Background: an optimization exercise with open tools, aiming at small area. Do not read the settings as production practice.
For this run, only the layout was checked, not whether the RTL still works.
Power and IR drop assume default switching activity.

`design/flow/config.mk`:
```
export PLATFORM = sky130hd
export DESIGN_NAME = matrix_alu
export DESIGN_NICKNAME = matrix_alu
export VERILOG_FILES = /design/flow/design.v
export SDC_FILE = /design/flow/constraint.sdc
export NUM_CORES = 4
export LEC_CHECK = 0
export CAP_MARGIN = 20
export CORE_MARGIN = 2
export CORE_UTILIZATION = 40
export CTS_BUF_LIST = sky130_fd_sc_hd__clkbuf_4
export SLEW_MARGIN = 20
export SYNTH_HIERARCHICAL = 1
```
`design/flow/constraint.sdc`:
```
create_clock -name core_clock -period 8.0 [get_ports {clk}]
set_input_delay 1.6000 -clock core_clock [delete_from_list [all_inputs] [get_ports {clk}]]
set_output_delay 1.6000 -clock core_clock [all_outputs]
set_load 0.01 [all_outputs]
```
`design/flow/design.v`:
```
package matrix_pkg;
    localparam int ELEM_W = 4;                    
    localparam int RES_W  = 9;                    
    typedef logic signed [ELEM_W-1:0] elem_t;     
    typedef logic signed [RES_W-1:0]  res_t;      
    typedef struct packed {
        elem_t m11;                               
        elem_t m12;                               
        elem_t m21;                               
        elem_t m22;                               
    } mat_in_t;
    typedef struct packed {
        res_t m11;
        res_t m12;
        res_t m21;
        res_t m22;
    } mat_out_t;
    typedef enum logic [2:0] {
        OP_ADD       = 3'd0,                      
        OP_SUB       = 3'd1,                      
        OP_SCALE     = 3'd2,                      
        OP_MUL       = 3'd3,                      
        OP_TRANSPOSE = 3'd4,                      
        OP_ADJ       = 3'd5,                      
        OP_DET       = 3'd6                       
    } op_t;
    typedef struct packed {
        mat_out_t sum;                            
        mat_out_t diff;                           
        mat_out_t scaled;                         
    } ew_results_t;
    function automatic res_t widen(input elem_t e);
        res_t w;
        w = e;                                    
        widen = w;
    endfunction
    function automatic mat_out_t widen_mat(input mat_in_t m);
        mat_out_t w;
        w.m11 = widen(m.m11);
        w.m12 = widen(m.m12);
        w.m21 = widen(m.m21);
        w.m22 = widen(m.m22);
        widen_mat = w;
    endfunction
endpackage
`timescale 1ns/1ps
module csa_fa (
    input  logic a,
    input  logic b,
    input  logic c,
    output logic s,
    output logic co
);
    assign s  = a ^ b ^ c;
    assign co = (a & b) | (a & c) | (b & c);
endmodule
module csa_ha (
    input  logic a,
    input  logic b,
    output logic s,
    output logic co
);
    assign s  = a ^ b;
    assign co = a & b;
endmodule
`timescale 1ns/1ps
module matrix_alu (
    input  logic        clk,
    input  logic        reset,
    input  logic        start,
    input  logic [2:0]  op,
    input  logic [15:0] a,
    input  logic [15:0] b,
    input  logic [3:0]  scalar,
    output logic [35:0] result,
    output logic [8:0]  det,
    output logic        singular,
    output logic        done
);
    logic [2:0]  opr;       
    logic [15:0] ar;        
    logic [15:0] br;        
    always_ff @(posedge clk) begin
        if (reset) done <= 1'b0;
        else       done <= start;
    end
    logic [15:0] a_in;
    always_comb begin
        case (op)
            3'd4:    a_in = {a[15:12], a[7:4], a[11:8], a[3:0]};
            3'd5:    a_in = {a[3:0], a[11:8], a[7:4], a[15:12]};
            default: a_in = a;
        endcase
    end
    logic [15:0] b_in;
    always_comb begin
        case (op)
            3'd2:       b_in = {scalar, 8'd0, scalar};
            3'd4, 3'd5: b_in = '0;
            default:    b_in = b;
        endcase
    end
    always_ff @(posedge clk) begin
        if (reset) begin
            opr       <= 3'd7;
            ar[15:8]  <= 8'd0;
        end else if (start) begin
            opr       <= (op == 3'd7) ? 3'd6 : op;
            ar[15:8]  <= a_in[15:8];
        end
    end
    always_ff @(posedge clk) begin
        if (start) begin
            ar[7:0] <= a_in[7:0];
            br      <= b_in;
        end
    end
    logic [3:0] a11, a12, a21, a22, b11, b12, b21, b22;
    assign {a11, a12, a21, a22} = ar;
    assign {b11, b12, b21, b22} = br;
    logic [8:0] p11, p12, p21, p22;
    logic [7:0] dv;
    logic [8:0] s11, s12, s21, s22;
    wire p11_0, p11_1;
    csa_ha u_p11_0 (.a((a11[0] & b11[0])), .b((a12[0] & b21[0])), .s(p11_0), .co(p11_1));
    wire p11_2, p11_3;
    csa_fa u_p11_2 (.a((a11[0] & b11[1])), .b((a11[1] & b11[0])), .c((a12[0] & b21[1])), .s(p11_2), .co(p11_3));
    wire p11_4, p11_5;
    csa_fa u_p11_4 (.a((a12[1] & b21[0])), .b(p11_1), .c(p11_2), .s(p11_4), .co(p11_5));
    wire p11_6, p11_7;
    csa_fa u_p11_6 (.a((a11[0] & b11[2])), .b((a11[1] & b11[1])), .c((a11[2] & b11[0])), .s(p11_6), .co(p11_7));
    wire p11_8, p11_9;
    csa_fa u_p11_8 (.a((a12[0] & b21[2])), .b((a12[1] & b21[1])), .c((a12[2] & b21[0])), .s(p11_8), .co(p11_9));
    wire p11_10, p11_11;
    csa_fa u_p11_10 (.a(p11_3), .b(p11_6), .c(p11_8), .s(p11_10), .co(p11_11));
    wire p11_12, p11_13;
    csa_ha u_p11_12 (.a(p11_5), .b(p11_10), .s(p11_12), .co(p11_13));
    wire p11_14, p11_15;
    csa_fa u_p11_14 (.a(~(a11[0] & b11[3])), .b((a11[1] & b11[2])), .c((a11[2] & b11[1])), .s(p11_14), .co(p11_15));
    wire p11_16, p11_17;
    csa_fa u_p11_16 (.a(~(a11[3] & b11[0])), .b(~(a12[0] & b21[3])), .c((a12[1] & b21[2])), .s(p11_16), .co(p11_17));
    wire p11_18, p11_19;
    csa_fa u_p11_18 (.a((a12[2] & b21[1])), .b(~(a12[3] & b21[0])), .c(p11_7), .s(p11_18), .co(p11_19));
    wire p11_20, p11_21;
    csa_fa u_p11_20 (.a(p11_9), .b(p11_14), .c(p11_16), .s(p11_20), .co(p11_21));
    wire p11_22, p11_23;
    csa_fa u_p11_22 (.a(p11_11), .b(p11_18), .c(p11_20), .s(p11_22), .co(p11_23));
    wire p11_24, p11_25;
    csa_ha u_p11_24 (.a(p11_13), .b(p11_22), .s(p11_24), .co(p11_25));
    wire p11_26, p11_27;
    csa_fa u_p11_26 (.a(~(a11[1] & b11[3])), .b((a11[2] & b11[2])), .c(~(a11[3] & b11[1])), .s(p11_26), .co(p11_27));
    wire p11_28, p11_29;
    csa_fa u_p11_28 (.a(~(a12[1] & b21[3])), .b((a12[2] & b21[2])), .c(~(a12[3] & b21[1])), .s(p11_28), .co(p11_29));
    wire p11_30, p11_31;
    csa_fa u_p11_30 (.a(p11_15), .b(p11_17), .c(p11_26), .s(p11_30), .co(p11_31));
    wire p11_32, p11_33;
    csa_fa u_p11_32 (.a(p11_28), .b(p11_19), .c(p11_21), .s(p11_32), .co(p11_33));
    wire p11_34, p11_35;
    csa_fa u_p11_34 (.a(p11_30), .b(p11_32), .c(p11_23), .s(p11_34), .co(p11_35));
    wire p11_36, p11_37;
    csa_ha u_p11_36 (.a(p11_25), .b(p11_34), .s(p11_36), .co(p11_37));
    wire p11_38 = ~(~(a11[2] & b11[3]) ^ ~(a11[3] & b11[2]));
    wire p11_39 = ~(a11[2] & b11[3]) | ~(a11[3] & b11[2]);
    wire p11_40, p11_41;
    csa_fa u_p11_40 (.a(~(a12[2] & b21[3])), .b(~(a12[3] & b21[2])), .c(p11_38), .s(p11_40), .co(p11_41));
    wire p11_42, p11_43;
    csa_fa u_p11_42 (.a(p11_27), .b(p11_29), .c(p11_40), .s(p11_42), .co(p11_43));
    wire p11_44, p11_45;
    csa_fa u_p11_44 (.a(p11_31), .b(p11_42), .c(p11_33), .s(p11_44), .co(p11_45));
    wire p11_46, p11_47;
    csa_fa u_p11_46 (.a(p11_44), .b(p11_35), .c(p11_37), .s(p11_46), .co(p11_47));
    wire p11_48, p11_49;
    csa_fa u_p11_48 (.a((a11[3] & b11[3])), .b((a12[3] & b21[3])), .c(p11_39), .s(p11_48), .co(p11_49));
    wire p11_50, p11_51;
    csa_fa u_p11_50 (.a(p11_41), .b(p11_48), .c(p11_43), .s(p11_50), .co(p11_51));
    wire p11_52, p11_53;
    csa_fa u_p11_52 (.a(p11_50), .b(p11_45), .c(p11_47), .s(p11_52), .co(p11_53));
    wire p11_54, p11_55;
    csa_fa u_p11_54 (.a(p11_49), .b(p11_51), .c(p11_53), .s(p11_54), .co(p11_55));
    wire p11_56 = ~p11_55;
    wire p12_57, p12_58;
    csa_ha u_p12_57 (.a((a11[0] & b12[0])), .b((a12[0] & b22[0])), .s(p12_57), .co(p12_58));
    wire p12_59, p12_60;
    csa_fa u_p12_59 (.a((a11[0] & b12[1])), .b((a11[1] & b12[0])), .c((a12[0] & b22[1])), .s(p12_59), .co(p12_60));
    wire p12_61, p12_62;
    csa_fa u_p12_61 (.a((a12[1] & b22[0])), .b(p12_58), .c(p12_59), .s(p12_61), .co(p12_62));
    wire p12_63, p12_64;
    csa_fa u_p12_63 (.a((a11[0] & b12[2])), .b((a11[1] & b12[1])), .c((a11[2] & b12[0])), .s(p12_63), .co(p12_64));
    wire p12_65, p12_66;
    csa_fa u_p12_65 (.a((a12[0] & b22[2])), .b((a12[1] & b22[1])), .c((a12[2] & b22[0])), .s(p12_65), .co(p12_66));
    wire p12_67, p12_68;
    csa_fa u_p12_67 (.a(p12_60), .b(p12_63), .c(p12_65), .s(p12_67), .co(p12_68));
    wire p12_69, p12_70;
    csa_ha u_p12_69 (.a(p12_62), .b(p12_67), .s(p12_69), .co(p12_70));
    wire p12_71, p12_72;
    csa_fa u_p12_71 (.a(~(a11[0] & b12[3])), .b((a11[1] & b12[2])), .c((a11[2] & b12[1])), .s(p12_71), .co(p12_72));
    wire p12_73, p12_74;
    csa_fa u_p12_73 (.a(~(a11[3] & b12[0])), .b(~(a12[0] & b22[3])), .c((a12[1] & b22[2])), .s(p12_73), .co(p12_74));
    wire p12_75, p12_76;
    csa_fa u_p12_75 (.a((a12[2] & b22[1])), .b(~(a12[3] & b22[0])), .c(p12_64), .s(p12_75), .co(p12_76));
    wire p12_77, p12_78;
    csa_fa u_p12_77 (.a(p12_66), .b(p12_71), .c(p12_73), .s(p12_77), .co(p12_78));
    wire p12_79, p12_80;
    csa_fa u_p12_79 (.a(p12_68), .b(p12_75), .c(p12_77), .s(p12_79), .co(p12_80));
    wire p12_81, p12_82;
    csa_ha u_p12_81 (.a(p12_70), .b(p12_79), .s(p12_81), .co(p12_82));
    wire p12_83, p12_84;
    csa_fa u_p12_83 (.a(~(a11[1] & b12[3])), .b((a11[2] & b12[2])), .c(~(a11[3] & b12[1])), .s(p12_83), .co(p12_84));
    wire p12_85, p12_86;
    csa_fa u_p12_85 (.a(~(a12[1] & b22[3])), .b((a12[2] & b22[2])), .c(~(a12[3] & b22[1])), .s(p12_85), .co(p12_86));
    wire p12_87, p12_88;
    csa_fa u_p12_87 (.a(p12_72), .b(p12_74), .c(p12_83), .s(p12_87), .co(p12_88));
    wire p12_89, p12_90;
    csa_fa u_p12_89 (.a(p12_85), .b(p12_76), .c(p12_78), .s(p12_89), .co(p12_90));
    wire p12_91, p12_92;
    csa_fa u_p12_91 (.a(p12_87), .b(p12_89), .c(p12_80), .s(p12_91), .co(p12_92));
    wire p12_93, p12_94;
    csa_ha u_p12_93 (.a(p12_82), .b(p12_91), .s(p12_93), .co(p12_94));
    wire p12_95 = ~(~(a11[2] & b12[3]) ^ ~(a11[3] & b12[2]));
    wire p12_96 = ~(a11[2] & b12[3]) | ~(a11[3] & b12[2]);
    wire p12_97, p12_98;
    csa_fa u_p12_97 (.a(~(a12[2] & b22[3])), .b(~(a12[3] & b22[2])), .c(p12_95), .s(p12_97), .co(p12_98));
    wire p12_99, p12_100;
    csa_fa u_p12_99 (.a(p12_84), .b(p12_86), .c(p12_97), .s(p12_99), .co(p12_100));
    wire p12_101, p12_102;
    csa_fa u_p12_101 (.a(p12_88), .b(p12_99), .c(p12_90), .s(p12_101), .co(p12_102));
    wire p12_103, p12_104;
    csa_fa u_p12_103 (.a(p12_101), .b(p12_92), .c(p12_94), .s(p12_103), .co(p12_104));
    wire p12_105, p12_106;
    csa_fa u_p12_105 (.a((a11[3] & b12[3])), .b((a12[3] & b22[3])), .c(p12_96), .s(p12_105), .co(p12_106));
    wire p12_107, p12_108;
    csa_fa u_p12_107 (.a(p12_98), .b(p12_105), .c(p12_100), .s(p12_107), .co(p12_108));
    wire p12_109, p12_110;
    csa_fa u_p12_109 (.a(p12_107), .b(p12_102), .c(p12_104), .s(p12_109), .co(p12_110));
    wire p12_111, p12_112;
    csa_fa u_p12_111 (.a(p12_106), .b(p12_108), .c(p12_110), .s(p12_111), .co(p12_112));
    wire p12_113 = ~p12_112;
    wire p21_114, p21_115;
    csa_ha u_p21_114 (.a((a21[0] & b11[0])), .b((a22[0] & b21[0])), .s(p21_114), .co(p21_115));
    wire p21_116, p21_117;
    csa_fa u_p21_116 (.a((a21[0] & b11[1])), .b((a21[1] & b11[0])), .c((a22[0] & b21[1])), .s(p21_116), .co(p21_117));
    wire p21_118, p21_119;
    csa_fa u_p21_118 (.a((a22[1] & b21[0])), .b(p21_115), .c(p21_116), .s(p21_118), .co(p21_119));
    wire p21_120, p21_121;
    csa_fa u_p21_120 (.a((a21[0] & b11[2])), .b((a21[1] & b11[1])), .c((a21[2] & b11[0])), .s(p21_120), .co(p21_121));
    wire p21_122, p21_123;
    csa_fa u_p21_122 (.a((a22[0] & b21[2])), .b((a22[1] & b21[1])), .c((a22[2] & b21[0])), .s(p21_122), .co(p21_123));
    wire p21_124, p21_125;
    csa_fa u_p21_124 (.a(p21_117), .b(p21_120), .c(p21_122), .s(p21_124), .co(p21_125));
    wire p21_126, p21_127;
    csa_ha u_p21_126 (.a(p21_119), .b(p21_124), .s(p21_126), .co(p21_127));
    wire p21_128, p21_129;
    csa_fa u_p21_128 (.a(~(a21[0] & b11[3])), .b((a21[1] & b11[2])), .c((a21[2] & b11[1])), .s(p21_128), .co(p21_129));
    wire p21_130, p21_131;
    csa_fa u_p21_130 (.a(~(a21[3] & b11[0])), .b(~(a22[0] & b21[3])), .c((a22[1] & b21[2])), .s(p21_130), .co(p21_131));
    wire p21_132, p21_133;
    csa_fa u_p21_132 (.a((a22[2] & b21[1])), .b(~(a22[3] & b21[0])), .c(p21_121), .s(p21_132), .co(p21_133));
    wire p21_134, p21_135;
    csa_fa u_p21_134 (.a(p21_123), .b(p21_128), .c(p21_130), .s(p21_134), .co(p21_135));
    wire p21_136, p21_137;
    csa_fa u_p21_136 (.a(p21_125), .b(p21_132), .c(p21_134), .s(p21_136), .co(p21_137));
    wire p21_138, p21_139;
    csa_ha u_p21_138 (.a(p21_127), .b(p21_136), .s(p21_138), .co(p21_139));
    wire p21_140, p21_141;
    csa_fa u_p21_140 (.a(~(a21[1] & b11[3])), .b((a21[2] & b11[2])), .c(~(a21[3] & b11[1])), .s(p21_140), .co(p21_141));
    wire p21_142, p21_143;
    csa_fa u_p21_142 (.a(~(a22[1] & b21[3])), .b((a22[2] & b21[2])), .c(~(a22[3] & b21[1])), .s(p21_142), .co(p21_143));
    wire p21_144, p21_145;
    csa_fa u_p21_144 (.a(p21_129), .b(p21_131), .c(p21_140), .s(p21_144), .co(p21_145));
    wire p21_146, p21_147;
    csa_fa u_p21_146 (.a(p21_142), .b(p21_133), .c(p21_135), .s(p21_146), .co(p21_147));
    wire p21_148, p21_149;
    csa_fa u_p21_148 (.a(p21_144), .b(p21_146), .c(p21_137), .s(p21_148), .co(p21_149));
    wire p21_150, p21_151;
    csa_ha u_p21_150 (.a(p21_139), .b(p21_148), .s(p21_150), .co(p21_151));
    wire p21_152 = ~(~(a21[2] & b11[3]) ^ ~(a21[3] & b11[2]));
    wire p21_153 = ~(a21[2] & b11[3]) | ~(a21[3] & b11[2]);
    wire p21_154, p21_155;
    csa_fa u_p21_154 (.a(~(a22[2] & b21[3])), .b(~(a22[3] & b21[2])), .c(p21_152), .s(p21_154), .co(p21_155));
    wire p21_156, p21_157;
    csa_fa u_p21_156 (.a(p21_141), .b(p21_143), .c(p21_154), .s(p21_156), .co(p21_157));
    wire p21_158, p21_159;
    csa_fa u_p21_158 (.a(p21_145), .b(p21_156), .c(p21_147), .s(p21_158), .co(p21_159));
    wire p21_160, p21_161;
    csa_fa u_p21_160 (.a(p21_158), .b(p21_149), .c(p21_151), .s(p21_160), .co(p21_161));
    wire p21_162, p21_163;
    csa_fa u_p21_162 (.a((a21[3] & b11[3])), .b((a22[3] & b21[3])), .c(p21_153), .s(p21_162), .co(p21_163));
    wire p21_164, p21_165;
    csa_fa u_p21_164 (.a(p21_155), .b(p21_162), .c(p21_157), .s(p21_164), .co(p21_165));
    wire p21_166, p21_167;
    csa_fa u_p21_166 (.a(p21_164), .b(p21_159), .c(p21_161), .s(p21_166), .co(p21_167));
    wire p21_168, p21_169;
    csa_fa u_p21_168 (.a(p21_163), .b(p21_165), .c(p21_167), .s(p21_168), .co(p21_169));
    wire p21_170 = ~p21_169;
    wire p22_171, p22_172;
    csa_ha u_p22_171 (.a((a21[0] & b12[0])), .b((a22[0] & b22[0])), .s(p22_171), .co(p22_172));
    wire p22_173, p22_174;
    csa_fa u_p22_173 (.a((a21[0] & b12[1])), .b((a21[1] & b12[0])), .c((a22[0] & b22[1])), .s(p22_173), .co(p22_174));
    wire p22_175, p22_176;
    csa_fa u_p22_175 (.a((a22[1] & b22[0])), .b(p22_172), .c(p22_173), .s(p22_175), .co(p22_176));
    wire p22_177, p22_178;
    csa_fa u_p22_177 (.a((a21[0] & b12[2])), .b((a21[1] & b12[1])), .c((a21[2] & b12[0])), .s(p22_177), .co(p22_178));
    wire p22_179, p22_180;
    csa_fa u_p22_179 (.a((a22[0] & b22[2])), .b((a22[1] & b22[1])), .c((a22[2] & b22[0])), .s(p22_179), .co(p22_180));
    wire p22_181, p22_182;
    csa_fa u_p22_181 (.a(p22_174), .b(p22_177), .c(p22_179), .s(p22_181), .co(p22_182));
    wire p22_183, p22_184;
    csa_ha u_p22_183 (.a(p22_176), .b(p22_181), .s(p22_183), .co(p22_184));
    wire p22_185, p22_186;
    csa_fa u_p22_185 (.a(~(a21[0] & b12[3])), .b((a21[1] & b12[2])), .c((a21[2] & b12[1])), .s(p22_185), .co(p22_186));
    wire p22_187, p22_188;
    csa_fa u_p22_187 (.a(~(a21[3] & b12[0])), .b(~(a22[0] & b22[3])), .c((a22[1] & b22[2])), .s(p22_187), .co(p22_188));
    wire p22_189, p22_190;
    csa_fa u_p22_189 (.a((a22[2] & b22[1])), .b(~(a22[3] & b22[0])), .c(p22_178), .s(p22_189), .co(p22_190));
    wire p22_191, p22_192;
    csa_fa u_p22_191 (.a(p22_180), .b(p22_185), .c(p22_187), .s(p22_191), .co(p22_192));
    wire p22_193, p22_194;
    csa_fa u_p22_193 (.a(p22_182), .b(p22_189), .c(p22_191), .s(p22_193), .co(p22_194));
    wire p22_195, p22_196;
    csa_ha u_p22_195 (.a(p22_184), .b(p22_193), .s(p22_195), .co(p22_196));
    wire p22_197, p22_198;
    csa_fa u_p22_197 (.a(~(a21[1] & b12[3])), .b((a21[2] & b12[2])), .c(~(a21[3] & b12[1])), .s(p22_197), .co(p22_198));
    wire p22_199, p22_200;
    csa_fa u_p22_199 (.a(~(a22[1] & b22[3])), .b((a22[2] & b22[2])), .c(~(a22[3] & b22[1])), .s(p22_199), .co(p22_200));
    wire p22_201, p22_202;
    csa_fa u_p22_201 (.a(p22_186), .b(p22_188), .c(p22_197), .s(p22_201), .co(p22_202));
    wire p22_203, p22_204;
    csa_fa u_p22_203 (.a(p22_199), .b(p22_190), .c(p22_192), .s(p22_203), .co(p22_204));
    wire p22_205, p22_206;
    csa_fa u_p22_205 (.a(p22_201), .b(p22_203), .c(p22_194), .s(p22_205), .co(p22_206));
    wire p22_207, p22_208;
    csa_ha u_p22_207 (.a(p22_196), .b(p22_205), .s(p22_207), .co(p22_208));
    wire p22_209 = ~(~(a21[2] & b12[3]) ^ ~(a21[3] & b12[2]));
    wire p22_210 = ~(a21[2] & b12[3]) | ~(a21[3] & b12[2]);
    wire p22_211, p22_212;
    csa_fa u_p22_211 (.a(~(a22[2] & b22[3])), .b(~(a22[3] & b22[2])), .c(p22_209), .s(p22_211), .co(p22_212));
    wire p22_213, p22_214;
    csa_fa u_p22_213 (.a(p22_198), .b(p22_200), .c(p22_211), .s(p22_213), .co(p22_214));
    wire p22_215, p22_216;
    csa_fa u_p22_215 (.a(p22_202), .b(p22_213), .c(p22_204), .s(p22_215), .co(p22_216));
    wire p22_217, p22_218;
    csa_fa u_p22_217 (.a(p22_215), .b(p22_206), .c(p22_208), .s(p22_217), .co(p22_218));
    wire p22_219, p22_220;
    csa_fa u_p22_219 (.a((a21[3] & b12[3])), .b((a22[3] & b22[3])), .c(p22_210), .s(p22_219), .co(p22_220));
    wire p22_221, p22_222;
    csa_fa u_p22_221 (.a(p22_212), .b(p22_219), .c(p22_214), .s(p22_221), .co(p22_222));
    wire p22_223, p22_224;
    csa_fa u_p22_223 (.a(p22_221), .b(p22_216), .c(p22_218), .s(p22_223), .co(p22_224));
    wire p22_225, p22_226;
    csa_fa u_p22_225 (.a(p22_220), .b(p22_222), .c(p22_224), .s(p22_225), .co(p22_226));
    wire p22_227 = ~p22_226;
    wire d_228 = ~((a11[0] & a22[0]) ^ ~(a12[0] & a21[0]));
    wire d_229 = (a11[0] & a22[0]) | ~(a12[0] & a21[0]);
    wire d_230 = ~((a11[0] & a22[1]) ^ (a11[1] & a22[0]));
    wire d_231 = (a11[0] & a22[1]) | (a11[1] & a22[0]);
    wire d_232, d_233;
    csa_fa u_d_232 (.a(~(a12[0] & a21[1])), .b(~(a12[1] & a21[0])), .c(d_229), .s(d_232), .co(d_233));
    wire d_234, d_235;
    csa_ha u_d_234 (.a(d_230), .b(d_232), .s(d_234), .co(d_235));
    wire d_236 = ~((a11[0] & a22[2]) ^ (a11[1] & a22[1]));
    wire d_237 = (a11[0] & a22[2]) | (a11[1] & a22[1]);
    wire d_238, d_239;
    csa_fa u_d_238 (.a((a11[2] & a22[0])), .b(~(a12[0] & a21[2])), .c(~(a12[1] & a21[1])), .s(d_238), .co(d_239));
    wire d_240, d_241;
    csa_fa u_d_240 (.a(~(a12[2] & a21[0])), .b(d_231), .c(d_236), .s(d_240), .co(d_241));
    wire d_242, d_243;
    csa_fa u_d_242 (.a(d_238), .b(d_233), .c(d_240), .s(d_242), .co(d_243));
    wire d_244, d_245;
    csa_ha u_d_244 (.a(d_235), .b(d_242), .s(d_244), .co(d_245));
    wire d_246 = ~(~(a11[0] & a22[3]) ^ (a11[1] & a22[2]));
    wire d_247 = ~(a11[0] & a22[3]) | (a11[1] & a22[2]);
    wire d_248, d_249;
    csa_fa u_d_248 (.a((a11[2] & a22[1])), .b(~(a11[3] & a22[0])), .c((a12[0] & a21[3])), .s(d_248), .co(d_249));
    wire d_250, d_251;
    csa_fa u_d_250 (.a(~(a12[1] & a21[2])), .b(~(a12[2] & a21[1])), .c((a12[3] & a21[0])), .s(d_250), .co(d_251));
    wire d_252, d_253;
    csa_fa u_d_252 (.a(d_237), .b(d_246), .c(d_239), .s(d_252), .co(d_253));
    wire d_254, d_255;
    csa_fa u_d_254 (.a(d_248), .b(d_250), .c(d_241), .s(d_254), .co(d_255));
    wire d_256, d_257;
    csa_fa u_d_256 (.a(d_252), .b(d_254), .c(d_243), .s(d_256), .co(d_257));
    wire d_258, d_259;
    csa_ha u_d_258 (.a(d_245), .b(d_256), .s(d_258), .co(d_259));
    wire d_260 = ~(~(a11[1] & a22[3]) ^ (a11[2] & a22[2]));
    wire d_261 = ~(a11[1] & a22[3]) | (a11[2] & a22[2]);
    wire d_262, d_263;
    csa_fa u_d_262 (.a(~(a11[3] & a22[1])), .b((a12[1] & a21[3])), .c(~(a12[2] & a21[2])), .s(d_262), .co(d_263));
    wire d_264, d_265;
    csa_fa u_d_264 (.a((a12[3] & a21[1])), .b(d_247), .c(d_260), .s(d_264), .co(d_265));
    wire d_266, d_267;
    csa_fa u_d_266 (.a(d_249), .b(d_251), .c(d_262), .s(d_266), .co(d_267));
    wire d_268, d_269;
    csa_fa u_d_268 (.a(d_264), .b(d_253), .c(d_266), .s(d_268), .co(d_269));
    wire d_270, d_271;
    csa_fa u_d_270 (.a(d_255), .b(d_268), .c(d_257), .s(d_270), .co(d_271));
    wire d_272, d_273;
    csa_ha u_d_272 (.a(d_259), .b(d_270), .s(d_272), .co(d_273));
    wire d_274, d_275;
    csa_fa u_d_274 (.a(~(a11[2] & a22[3])), .b(~(a11[3] & a22[2])), .c((a12[2] & a21[3])), .s(d_274), .co(d_275));
    wire d_276, d_277;
    csa_fa u_d_276 (.a((a12[3] & a21[2])), .b(d_261), .c(d_263), .s(d_276), .co(d_277));
    wire d_278, d_279;
    csa_fa u_d_278 (.a(d_274), .b(d_265), .c(d_267), .s(d_278), .co(d_279));
    wire d_280, d_281;
    csa_fa u_d_280 (.a(d_276), .b(d_278), .c(d_269), .s(d_280), .co(d_281));
    wire d_282, d_283;
    csa_fa u_d_282 (.a(d_280), .b(d_271), .c(d_273), .s(d_282), .co(d_283));
    wire d_284, d_285;
    csa_fa u_d_284 (.a((a11[3] & a22[3])), .b(~(a12[3] & a21[3])), .c(d_275), .s(d_284), .co(d_285));
    wire d_286, d_287;
    csa_fa u_d_286 (.a(d_277), .b(d_284), .c(d_279), .s(d_286), .co(d_287));
    wire d_288, d_289;
    csa_fa u_d_288 (.a(d_286), .b(d_281), .c(d_283), .s(d_288), .co(d_289));
    wire d_290 = d_285 ^ d_287;
    wire d_291 = d_290 ^ d_289;
    wire sub_292 = opr[0] & ~opr[2];
    wire s11_293 = b11[0] ^ sub_292;
    wire s11_294 = b11[1] ^ sub_292;
    wire s11_295 = b11[2] ^ sub_292;
    wire s11_296 = b11[3] ^ sub_292;
    wire s11_297, s11_298;
    csa_fa u_s11_297 (.a(a11[0]), .b(s11_293), .c(sub_292), .s(s11_297), .co(s11_298));
    wire s11_299, s11_300;
    csa_fa u_s11_299 (.a(a11[1]), .b(s11_294), .c(s11_298), .s(s11_299), .co(s11_300));
    wire s11_301, s11_302;
    csa_fa u_s11_301 (.a(a11[2]), .b(s11_295), .c(s11_300), .s(s11_301), .co(s11_302));
    wire s11_303, s11_304;
    csa_fa u_s11_303 (.a(a11[3]), .b(s11_296), .c(s11_302), .s(s11_303), .co(s11_304));
    wire s11_305 = a11[3] ^ s11_296 ^ s11_304;
    wire s12_306 = b12[0] ^ sub_292;
    wire s12_307 = b12[1] ^ sub_292;
    wire s12_308 = b12[2] ^ sub_292;
    wire s12_309 = b12[3] ^ sub_292;
    wire s12_310 = opr[2] & opr[0];
    wire s12_311 = a12[0] ^ s12_310;
    wire s12_312 = a12[1] ^ s12_310;
    wire s12_313 = a12[2] ^ s12_310;
    wire s12_314 = a12[3] ^ s12_310;
    wire s12_315 = opr[0];
    wire s12_316, s12_317;
    csa_fa u_s12_316 (.a(s12_311), .b(s12_306), .c(s12_315), .s(s12_316), .co(s12_317));
    wire s12_318, s12_319;
    csa_fa u_s12_318 (.a(s12_312), .b(s12_307), .c(s12_317), .s(s12_318), .co(s12_319));
    wire s12_320, s12_321;
    csa_fa u_s12_320 (.a(s12_313), .b(s12_308), .c(s12_319), .s(s12_320), .co(s12_321));
    wire s12_322, s12_323;
    csa_fa u_s12_322 (.a(s12_314), .b(s12_309), .c(s12_321), .s(s12_322), .co(s12_323));
    wire s12_324 = s12_314 ^ s12_309 ^ s12_323;
    wire s21_325 = b21[0] ^ sub_292;
    wire s21_326 = b21[1] ^ sub_292;
    wire s21_327 = b21[2] ^ sub_292;
    wire s21_328 = b21[3] ^ sub_292;
    wire s21_329 = opr[2] & opr[0];
    wire s21_330 = a21[0] ^ s21_329;
    wire s21_331 = a21[1] ^ s21_329;
    wire s21_332 = a21[2] ^ s21_329;
    wire s21_333 = a21[3] ^ s21_329;
    wire s21_334 = opr[0];
    wire s21_335, s21_336;
    csa_fa u_s21_335 (.a(s21_330), .b(s21_325), .c(s21_334), .s(s21_335), .co(s21_336));
    wire s21_337, s21_338;
    csa_fa u_s21_337 (.a(s21_331), .b(s21_326), .c(s21_336), .s(s21_337), .co(s21_338));
    wire s21_339, s21_340;
    csa_fa u_s21_339 (.a(s21_332), .b(s21_327), .c(s21_338), .s(s21_339), .co(s21_340));
    wire s21_341, s21_342;
    csa_fa u_s21_341 (.a(s21_333), .b(s21_328), .c(s21_340), .s(s21_341), .co(s21_342));
    wire s21_343 = s21_333 ^ s21_328 ^ s21_342;
    wire s22_344 = b22[0] ^ sub_292;
    wire s22_345 = b22[1] ^ sub_292;
    wire s22_346 = b22[2] ^ sub_292;
    wire s22_347 = b22[3] ^ sub_292;
    wire s22_348, s22_349;
    csa_fa u_s22_348 (.a(a22[0]), .b(s22_344), .c(sub_292), .s(s22_348), .co(s22_349));
    wire s22_350, s22_351;
    csa_fa u_s22_350 (.a(a22[1]), .b(s22_345), .c(s22_349), .s(s22_350), .co(s22_351));
    wire s22_352, s22_353;
    csa_fa u_s22_352 (.a(a22[2]), .b(s22_346), .c(s22_351), .s(s22_352), .co(s22_353));
    wire s22_354, s22_355;
    csa_fa u_s22_354 (.a(a22[3]), .b(s22_347), .c(s22_353), .s(s22_354), .co(s22_355));
    wire s22_356 = a22[3] ^ s22_347 ^ s22_355;
    assign p11 = {p11_56, p11_54, p11_52, p11_46, p11_36, p11_24, p11_12, p11_4, p11_0};
    assign p12 = {p12_113, p12_111, p12_109, p12_103, p12_93, p12_81, p12_69, p12_61, p12_57};
    assign p21 = {p21_170, p21_168, p21_166, p21_160, p21_150, p21_138, p21_126, p21_118, p21_114};
    assign p22 = {p22_227, p22_225, p22_223, p22_217, p22_207, p22_195, p22_183, p22_175, p22_171};
    assign dv = {d_291, d_288, d_282, d_272, d_258, d_244, d_234, d_228};
    assign s11 = {s11_305, s11_305, s11_305, s11_305, s11_305, s11_303, s11_301, s11_299, s11_297};
    assign s12 = {s12_324, s12_324, s12_324, s12_324, s12_324, s12_322, s12_320, s12_318, s12_316};
    assign s21 = {s21_343, s21_343, s21_343, s21_343, s21_343, s21_341, s21_339, s21_337, s21_335};
    assign s22 = {s22_356, s22_356, s22_356, s22_356, s22_356, s22_354, s22_352, s22_350, s22_348};
    logic zero_det;
    assign zero_det = (dv == 8'd0);
    function automatic logic [8:0] sx(input logic [3:0] e);
        sx = {{5{e[3]}}, e};
    endfunction
    logic [8:0] r11, r12, r21, r22;
    always_comb begin
        r11 = '0; r12 = '0; r21 = '0; r22 = '0;
        case (opr)
            3'd0, 3'd1, 3'd4: begin r11 = s11; r12 = s12; r21 = s21; r22 = s22; end
            3'd2, 3'd3: begin r11 = p11; r12 = p12; r21 = p21; r22 = p22; end
            3'd5: if (!zero_det) begin r11 = s11; r12 = s12; r21 = s21; r22 = s22; end
            default: ;
        endcase
    end
    assign result   = {r11, r12, r21, r22};
    assign det      = {dv[7], dv};
    assign singular = zero_det & (opr != 3'd7);
endmodule
```
`design/flow/flow/run.sh`:
```
#!/bin/bash
# The standard layout, with the smallest buffer (buf_1) on every input and output port
# instead of the delay buffer buffer_ports picks on its own.
set -euo pipefail
cd "$(dirname "$0")/.."
export BUFFER_PORTS_ARGS="-buffer_cell sky130_fd_sc_hd__buf_1"
bash standard.sh > standard.log 2>&1
```
`design/flow/standard.sh`:
```
#!/bin/bash
# synth_recipe.tcl (not shown) runs the flow's synth.tcl, then flattens the netlist and writes it again
# the make line also repeats each setting of config.mk as NAME=value (left out here)
make -C /OpenROAD-flow-scripts/flow DESIGN_CONFIG=/design/flow/config.mk WORK_HOME=/design/flow/orfs CLKGATE_MAP_FILE= SYNTH_SCRIPT=/design/flow/synth_recipe.tcl "${@:-finish}"
```
==> results by group <==
Status
  – Status: timing/DRC/antenna clean

Setup path
  – Kind of critical path: reg -> out
  – Crit start category: flop
  – Critical-path top delay cell: edfxtp_1
  – Worst Path Required: about 6.4 ns
  – Cell Chain, Critical Path: nand2_1 -> ha_1 -> inv_1 -> fa_1 -> fa_1 -> fa_1 -> fa_1 -> ha_1 -> fa_1 -> fa_1 -> nor4_4 -> a41o_2 -> o21ai_1 -> buf_1
  – Nature of the critical path endpoint: primary output
  – Most used cell, CP: fa_1
  – Delay-heaviest family, CP: adder cells
  – Worst Path Arrival: 5.53 ns
  – CP bufs+invs: 2
  – Max FO, Critical Path: 20
  – Crit-path max cell delay: 0.71 ns

Timing
  – Clk_skew: 0 ns
  – Period minus WS final: around 7.1 ns
  – Worst rel slew slack: 0.547
  – Final setup TNS: 0 ns
  – RSZ-0062 raised after global routing: no
  – F_max: 140 MHz
  – Setup Viol. Count Final: 0
  – Max-slew violations: 0
  – Final Hold Fails: 0
  – Setup ws final: 0.872 ns
  – Worst Max-Slew Pin Slew: 0.679 ns
  – Final cycle utilization of the critical path: 0.891

Die
  – Core area: about 0.016 mm²
  – Initial core utilization: 0.409
  – Die Width: between 100 and 150 µm
  – I/O Pins: 89
  – Row count: 46
  – Total die area: ~0.017 mm²
  – Die height: 131 µm

Yosys
  – Mapped Area: between 0.006 and 0.007 mm²
  – Synth top area share: 0.402
  – Post-synth net total: 809
  – Area contributors post-synth: fa_1 (40%), edfxtp_1 (11%), and2_1 (11%)
  – Synthesized-area fraction occupied by adder cells: 0.458
  – Post-Synth Simple-Gate Area: 0.176
  – Synthesis Warnings: 7
  – Distinct cells, synth: between 40 and 50
  – Post-synthesis xor/xnor area fraction: 0.0539
  – Post-Syn Area per Cell: 10.7 µm²
  – Register bit total from synthesis: 36
  – EDFF count, synth: 24
  – Cells after synthesis: approximately 600
  – Most frequent cell after synthesis: fa_1
  – Asr flop ratio synth: 0
  – Top post-synthesis cells by count: fa_1 (130), and2_1 (109), nand2_1 (86), clkbuf_1 (37), xnor2_1 (31)
  – Synth Area in Compound Gates: 0.0798
  – Register area share after synthesis: 0.148
  – Most used DFF post-synth: edfxtp_1
  – Synth area leader: fa_1
  – Multiplexer share of the synthesized area: 0.0278
  – Largest family of logic cells by synthesized area: adder cells

Power
  – Overall power: roughly 0.0015 W
  – P_int: 0.000787 W
  – Clock Power Share: 0.081
  – Reg power frac: 0.179
  – Comb pwr share: 0.740
  – Sw Pwr: approximately 0.00075 W
  – PD cells: between 200 and 250 mW/mm²
  – Sw frac: 0.488
  – Maximum vdd drop: around 120 µV
  – Pleak: 2.68 nW

Clock network
  – Worst skew pair latency: about 0.34 ns
  – Cts repair resizes: 0
  – CTS Sinks: 36
  – H-tree depth: 2
  – CTS tree: yes
  – Root buf cell: clkbuf_4
  – Hold_buf cts: 0
  – Clk pin slew, worst setup/hold paths: 0.12 ns
  – Setup Fix Bufs, Post-CTS: 0
  – Clk buf depth: 2
  – Cts bufs inserted: 5

Global route
  – Gr usage total: 0.196
  – GRT overflow: 0
  – First-pass GRT wire length: about 27000 µm
  – Initial antenna violation count: 0
  – Largest net degree at the start of global routing: 48
  – Vias in the first global route: about 5.1k

Finish
  – Final Core Density: 0.438
  – Antenna cells: 0
  – Nets: roughly 850
  – Fin area: just under 0.007 mm²
  – Area grow syn2layout: 6.94%
  – Share of layout cells above drive strength 1: 0.0749

Placement
  – Port Buf Inserts: 88
  – Half-perimeter wire length after placement: 12900 µm
  – GPL Wtd Cong: approximately 0.86
  – Setup slack at placement: around 1.2 ns
  – Placed cell area: roughly 0.0068 mm²

Drt
  – Routed vias: between 4k and 5k
  – DRC: 0
  – Pre-antenna DRT Iters: 5
  – Routed wire length per instance: between 15 and 20 µm
  – Final wirelength: about 16000 µm
  – Routed Antenna Nets: 0
  – Via density: ~5.2
  – Starting DRC count in detailed routing: about 220

Job
  – Max-Cap Viols: 0

Worst hold path
  – Min-delay worst type: reg -> reg
[cell usage in the layout (no fill, tap or decap), types with 5 or more instances in the layout]
cell type,Yosys,layout
inv_1,19,19
and2_1,109,109
o21ai_1,14,14
nor2_1,8,8
o21ai_0,8,8
buf_1,0,87
edfxtp_1,24,24
xnor2_1,31,31
mux2i_1,9,9
fa_1,130,130
nor2b_1,6,5
mux2_2,8,8
a211oi_1,8,8
a22oi_1,8,8
clkbuf_4,0,5
buf_4,9,7
nand2_1,86,86
ha_1,29,29
a22o_2,15,15
dfxtp_1,12,12
[per-layer routing]
layer	up-vias	routed length, µm	GRT usage	part of all wire
li1	2038	-	-	-
met1	2328	6910	0.250	0.42
met2	161	8170	0.344	0.50
met3	34	915	0.0316	0.056
met4	0	437	0.0562	0.027
met5	-	0	0	0
[worst paths after layout]
check	startpoint	end	slack, ns	cells after the start
worst min-delay path	ar[11]	ar[11]	0.69	3
worst min register to register	ar[11]	ar[11]	0.69	3
worst max-delay path	ar[2]	result[5]	0.87	14
worst max register to register	opr[0]	opr[0]	6.85	2
[per-module statistics from Yosys, one instance, submodules excluded]
module	copies in the design	cells	flops+latches	area, µm²
csa_fa	130	1	0	20.0
csa_ha	20	1	0	12.5
matrix_alu	1	458	36	3620
[flip-flops by register name, indices dropped and copies added, names as in the netlist]
name,cells
ar,16
done,1
br,16
opr,3
[layout make-up]
cell class	count	area (µm²)
clock buffer	5	37.5
sequential	36	961
inverter	21	78.8
fill	1555	8900
timing repair buffer	95	384
tap	216	270
multi-input combinational	494	5150
clock inverter	3	41.3
[worst reg2reg max path, delay by kind of cell, from the launching register on]
kind	cells	cell delay [ns]
AND/OR/NAND/NOR	1	0.23
flip-flops	1	0.50
AO/OA/AOI/OAI	1	0.32
[through the flow]
step / instances / hold WS (ns)
finish: 870 / 0.693
floorplan: 608 / 0.501
global placement: 862 / 0.670
detailed placement: 862 / 0.684
global route: 870 / 0.751
CTS: 870 / 0.701
[cells by family (layout without fill, tap and decap cells)]
logic type,count (synthesis),after routing
xor gates and xnor gates,35,35
buffers and inverters,78,124
adders and majority gates,159,159
DFF,36,36
AOI/OAI and AO/OA,67,67
muxes,17,17
and+or+nand+nor,216,216
[power groups by stage]
| stage | combinational [W] | clock (W) | sequential (W) |
|---|---|---|---|
| 6_report | 0.00114 | 0.000125 | 0.000275 |
| 2_1_floorplan | 0.000940 | 0 | 0.000230 |
| 3_5_place_dp | 0.00115 | 0 | 0.000278 |
| 4_1_cts | 0.00117 | 0.000129 | 0.000274 |
| 3_3_place_gp | 0.00112 | 0 | 0.000276 |
| 5_1_grt | 0.00129 | 0.000136 | 0.000279 |

## separate check: timing with driven ports
No port has a modelled driver above. Below, the same layout with a new extraction and two added sets of constraints.
Step 1 sets driving cells, clkbuf_16 on the clock port and buf_2 on the other inputs (assumed; they add their load-dependent delay and slew).
Step 2 adds t to the input delays and takes it off the output delays; t is the mean of the earliest and latest rising clock arrival at the registers after step 1. Input paths then give back, and output paths get back, about the clock's delay inside the block.
a / b / c = no drivers / after step 1 / after step 2; a / b = the first two.
shift t [ns]: 0.356
setup slack, ns: 0.872 / 0.844 / 1.200
worst setup path after step 2: register to output
slew at the worst register clock pin (ns): 0.12 / 0.12
After both steps setup and hold are still met in this run. The setup slack of this run moves by -0.028 ns with the drivers and by +0.328 ns with both steps.
